Background: an optimization exercise with open tools, aiming at small area and a short achievable clock period. Do not read the settings as production practice. Function was checked by simulation only, so behaviour that the tests miss may differ from the original. Power is estimated from default activity; no workload was simulated.

## the reference run
## vc_input_buffer_route
module vc_input_buffer_route #(
    parameter int num_vcs       = 4,
    parameter int buffer_length = 8,
    parameter int data_width    = 32
) (
    input  logic                                           clk,
    input  logic                                           rst_n,
    input  logic                                           push,
    input  logic [$clog2(num_vcs)-1:0]                     vc_id,
    input  logic [data_width+num_vcs+14:0]                 data_in,
    input  logic [num_vcs-1:0]                             pop,
    input  logic [num_vcs-1:0]                             select,
    output logic [data_width+num_vcs+14:0]                 data_out,
    output logic [data_width+num_vcs+14:0]                 data_in_reg,
    output logic [num_vcs*(data_width+num_vcs+15)-1:0]     flit_buffer_out,
    output logic [num_vcs*5-1:0]                           output_port,
    output logic [num_vcs-1:0]                             head_is_tail,
    output logic [num_vcs*4-1:0]                           flags,
    output logic [num_vcs-1:0]                             buf_finished_empty
);
    localparam int FW       = data_width + num_vcs + 15;
    localparam int VW       = $clog2(num_vcs);
    localparam int BL       = buffer_length - 1;           
    localparam int OW       = $clog2(buffer_length) + 1;
    localparam int Y_LSB    = data_width;
    localparam int X_LSB    = data_width + 4;
    localparam int PORT_LSB = data_width + 8;
    localparam int TAIL_BIT = data_width + num_vcs + 13;
    localparam int HEAD_BIT = data_width + num_vcs + 14;
    logic [FW-1:0] head  [num_vcs];
    logic [FW-1:0] body  [num_vcs][BL];
    logic [BL-1:0] rd_oh [num_vcs];
    logic [BL-1:0] wr_oh [num_vcs];
    logic [OW-1:0] occ   [num_vcs];
    logic [4:0]    route [num_vcs];
    always_ff @(posedge clk) begin
        if (!rst_n) data_in_reg <= '0;
        else        data_in_reg <= data_in;
    end
    for (genvar v = 0; v < num_vcs; v++) begin : g_vc
        logic          empty, one, full;
        logic          vsel, do_pop, do_push;
        logic          ld_in, hold, adv_rd, body_we;
        logic [BL-1:0] ld_body;
        logic [OW-1:0] occ_next;
        logic [FW-1:0] head_next;
  ...
For scale: roughly 5100 cells after synthesis, roughly 410 I/O pins.
export LEC_CHECK = 0
export ABC_AREA = 1
export CAP_MARGIN = 20
export CORE_MARGIN = 2
export CORE_UTILIZATION = 50
export CTS_BUF_LIST = sky130_fd_sc_hd__clkbuf_4 sky130_fd_sc_hd__clkbuf_8
export SETUP_SLACK_MARGIN = 2.4
export SLEW_MARGIN = 20
create_clock -name core_clock -period 5.0 [get_ports {clk}]
standard.sh (not shown) runs the stock make flow with config.mk's settings and CLKGATE_MAP_FILE= SYNTH_SCRIPT=/design/flow/synth_recipe.tcl, a recipe that flattens the netlist after the stock synthesis.
==> flow/flow/run.sh <==
#!/bin/bash
# The standard layout, with the select/data_out pins grouped on one edge and small port buffers.
set -euo pipefail
here=$(cd "$(dirname "${BASH_SOURCE[0]}")" && pwd)
export PRE_IO_PLACEMENT_TCL=$here/io.tcl
bash standard.sh "BUFFER_PORTS_ARGS=-buffer_cell sky130_fd_sc_hd__buf_2" finish > standard_flow.log 2>&1
==> flow/flow/io.tcl <==
# Keep the combinational select -> data_out pins together on one edge, select in the middle.
set pins {}
for {set i 0} {$i < 25} {incr i} { lappend pins "data_out\[$i\]" }
for {set i 0} {$i < 4} {incr i} { lappend pins "select\[$i\]" }
for {set i 25} {$i < 51} {incr i} { lappend pins "data_out\[$i\]" }
set_io_pin_constraint -pin_names $pins -region right:*
set_io_pin_constraint -group -order -pin_names $pins
No stage failed in the reference run, and the final checks on the layout all came back clean.
Edits applied to the flow inputs when going from the reference run to the trial run:
==> flow/run.sh (new file) <==
#!/bin/bash
# synth_recipe.tcl (not shown) runs the flow's synth.tcl, then flattens the netlist and writes it again
# the make line also repeats each setting of config.mk as NAME=value (left out here)
make -C /OpenROAD-flow-scripts/flow DESIGN_CONFIG=/design/flow/config.mk WORK_HOME=/design/flow/orfs CLKGATE_MAP_FILE= SYNTH_SCRIPT=/design/flow/synth_recipe.tcl finish
--- a/flow/config.mk
+++ b/flow/config.mk
@@ -8 +7,0 @@
-export ABC_AREA = 1
@@ -11,3 +10,2 @@
-export CORE_UTILIZATION = 50
-export CTS_BUF_LIST = sky130_fd_sc_hd__clkbuf_4 sky130_fd_sc_hd__clkbuf_8
-export SETUP_SLACK_MARGIN = 2.4
+export CORE_UTILIZATION = 40
+export SETUP_SLACK_MARGIN = 2.2
removed: flow/flow/run.sh
removed: flow/flow/io.tcl
removed: flow/standard.sh
Findings:
Placed instance area went down slightly going from the reference run to the trial run. Compared with the reference run, in the trial run sequential power level; count of instances resized after the clock tree is built moved up; area occupied by multi-input gates moved down; hold slack moved up; overall fraction of global-route tracks in use moved down. Worst setup path startpoint = select[2]: the trial run; worst setup path startpoint = head[2][18]$_DFF_P_: the reference run. Design area shrinks by a few percent when moving from the reference run to the trial run. Comparing the reference run against the trial run, there is no change at all in share of synthesized registers carrying an async set or reset. In the reports for the reference run and the trial run, the larger core utilization of the finished layout belongs to the reference run. Between the reference run and the trial run, proportion of cell area occupied by registers increased. Comparing the reference run and the trial run, setup slack after placement is higher on the reference run.

========
vc_input_buffer_route, a different RTL version from the one above (not shown whole).
Size: roughly 3,300 cells after synthesis, ~1,800 flip-flops, about 410 I/O pins, ~61,000 sq um of cells after synthesis.
Settings: LEC_CHECK=0, CAP_MARGIN=20, CORE_MARGIN=2, CORE_UTILIZATION=50, CTS_CLUSTER_DIAMETER=80, CTS_CLUSTER_SIZE=24, SETUP_SLACK_MARGIN=2.4, SLEW_MARGIN=20, SYNTH_HIERARCHICAL=1, SYNTH_MINIMUM_KEEP_SIZE=0, TNS_END_PERCENT=10; clock period 5.0 ns.
==> flow/flow/run.sh <==
#!/bin/bash
# The standard layout, with plain buf_2 cells as the port buffers.
set -euo pipefail
bash standard.sh "BUFFER_PORTS_ARGS=-buffer_cell sky130_fd_sc_hd__buf_2" finish > standard_flow.log 2>&1
The starting point passed the timing, DRC and antenna checks.
Rerun with:
SETUP_SLACK_MARGIN = 2.7   (was 2.4)
TNS_END_PERCENT = 20   (was 10)
The new run finished clean.
Clock-buffer cell count goes down by 7.
Die area is unchanged.
Wire length goes up by a little under a tenth.
Core utilization is higher by 1.6 points.
Critical path depth does not change.
Clock power went up slightly.
Worst hold slack stays flat.

========
RTL: one of the versions met above, not the one the previous note started from.
For scale: ~3800 cells after synthesis, about 1800 flip-flops, about 410 I/O pins, roughly 64000 um2 of cells after synthesis.
## vc_input_buffer_route
module vc_input_buffer_route #(
    parameter int num_vcs       = 4,
    parameter int buffer_length = 8,
    parameter int data_width    = 32
) (
    input  logic                                           clk,
    input  logic                                           rst_n,
    input  logic                                           push,
    input  logic [$clog2(num_vcs)-1:0]                     vc_id,
    input  logic [data_width+num_vcs+14:0]                 data_in,
    input  logic [num_vcs-1:0]                             pop,
    input  logic [num_vcs-1:0]                             select,
    output logic [data_width+num_vcs+14:0]                 data_out,
    output logic [data_width+num_vcs+14:0]                 data_in_reg,
    output logic [num_vcs*(data_width+num_vcs+15)-1:0]     flit_buffer_out,
    output logic [num_vcs*5-1:0]                           output_port,
    output logic [num_vcs-1:0]                             head_is_tail,
    output logic [num_vcs*4-1:0]                           flags,
    output logic [num_vcs-1:0]                             buf_finished_empty
);
make LEC_CHECK=0 CAP_MARGIN=20 CORE_MARGIN=2 CORE_UTILIZATION=50 CTS_CLUSTER_DIAMETER=80 CTS_CLUSTER_SIZE=24 SETUP_SLACK_MARGIN=2.4 SLEW_MARGIN=20 TNS_END_PERCENT=10 finish   # period 5.0 ns
run.sh (not shown) runs the stock make flow with config.mk's settings and CLKGATE_MAP_FILE= SYNTH_SCRIPT=/design/flow/synth_recipe.tcl, a recipe that flattens the netlist after the stock synthesis.
Stock flow here: none of the scripts above is used.
Change:
==> flow/flow/run.sh (new file) <==
#!/bin/bash
# The standard layout, with plain buf_2 cells as the port buffers.
set -euo pipefail
bash standard.sh "BUFFER_PORTS_ARGS=-buffer_cell sky130_fd_sc_hd__buf_2" finish > standard_flow.log 2>&1
==> flow/standard.sh (new file) <==
#!/bin/bash
# synth_recipe.tcl (not shown) runs the flow's synth.tcl, then flattens the netlist and writes it again
# the make line also repeats each setting of config.mk as NAME=value (left out here)
make -C /OpenROAD-flow-scripts/flow DESIGN_CONFIG=/design/flow/config.mk WORK_HOME=/design/flow/orfs CLKGATE_MAP_FILE= SYNTH_SCRIPT=/design/flow/synth_recipe.tcl "${@:-finish}"
removed: flow/run.sh
What happened: The new run completed with no timing, DRC or antenna violations; routed wire length came out higher by 1.5%; fmax barely changes; first-iteration DRC count went up by 0.58%; count of clock-buffer cells in the layout climbs by 1; worst setup slack got worse by 0.0087 ns; cell area drops by 4.6%; final cell count is lower by 1.9%; die area does not change; clock power came out higher by about 2%; register-to-register slack degrades by 0.16 ns; area after synthesis stays the same.

==> static timing again, ports no longer ideal <==
No port has a modelled driver above. Below, the same layouts with a new extraction and two added sets of constraints. Step 1 (the two cells are an assumption about what drives the block):
set clk [get_ports {clk}]
set_driving_cell -lib_cell sky130_fd_sc_hd__clkbuf_16 $clk
set_driving_cell -lib_cell sky130_fd_sc_hd__buf_2 [delete_from_list [all_inputs] $clk]
Step 2 moves the port delays by t, midway between the first and last clock arrival at a register: inputs arrive t later, outputs are due t later. That takes back most of the time a late clock gives input paths. Slacks: no drivers / after step 1 / after step 2; pairs: no drivers / after step 1.
run	t (ns)	setup slack, ns	worst register clock-pin slew, ns	worst data-port slew with drivers (ns)	cell pins on the clock port's net
the reference run	1.067	1.825 / 1.742 / 1.391	0.07 / 0.07	0.28	1
the trial run	0.895	2.001 / 1.811 / 1.411	0.07 / 0.07	0.37	1
the first run of note 2	0.768	2.094 / 1.939 / 1.410	0.10 / 0.10	0.28	1
the second run of note 2	0.768	2.070 / 1.910 / 1.615	0.10 / 0.10	0.32	1
the first run of note 3	0.766	2.022 / 1.753 / 1.663	0.10 / 0.10	0.47	1
the second run of note 3	0.772	2.013 / 1.820 / 1.348	0.10 / 0.10	0.38	1
After both steps every run listed still meets setup and hold. The setup slack of the first run of note 2, which loses most, moves by -0.155 ns with the drivers and by -0.684 ns with both steps.
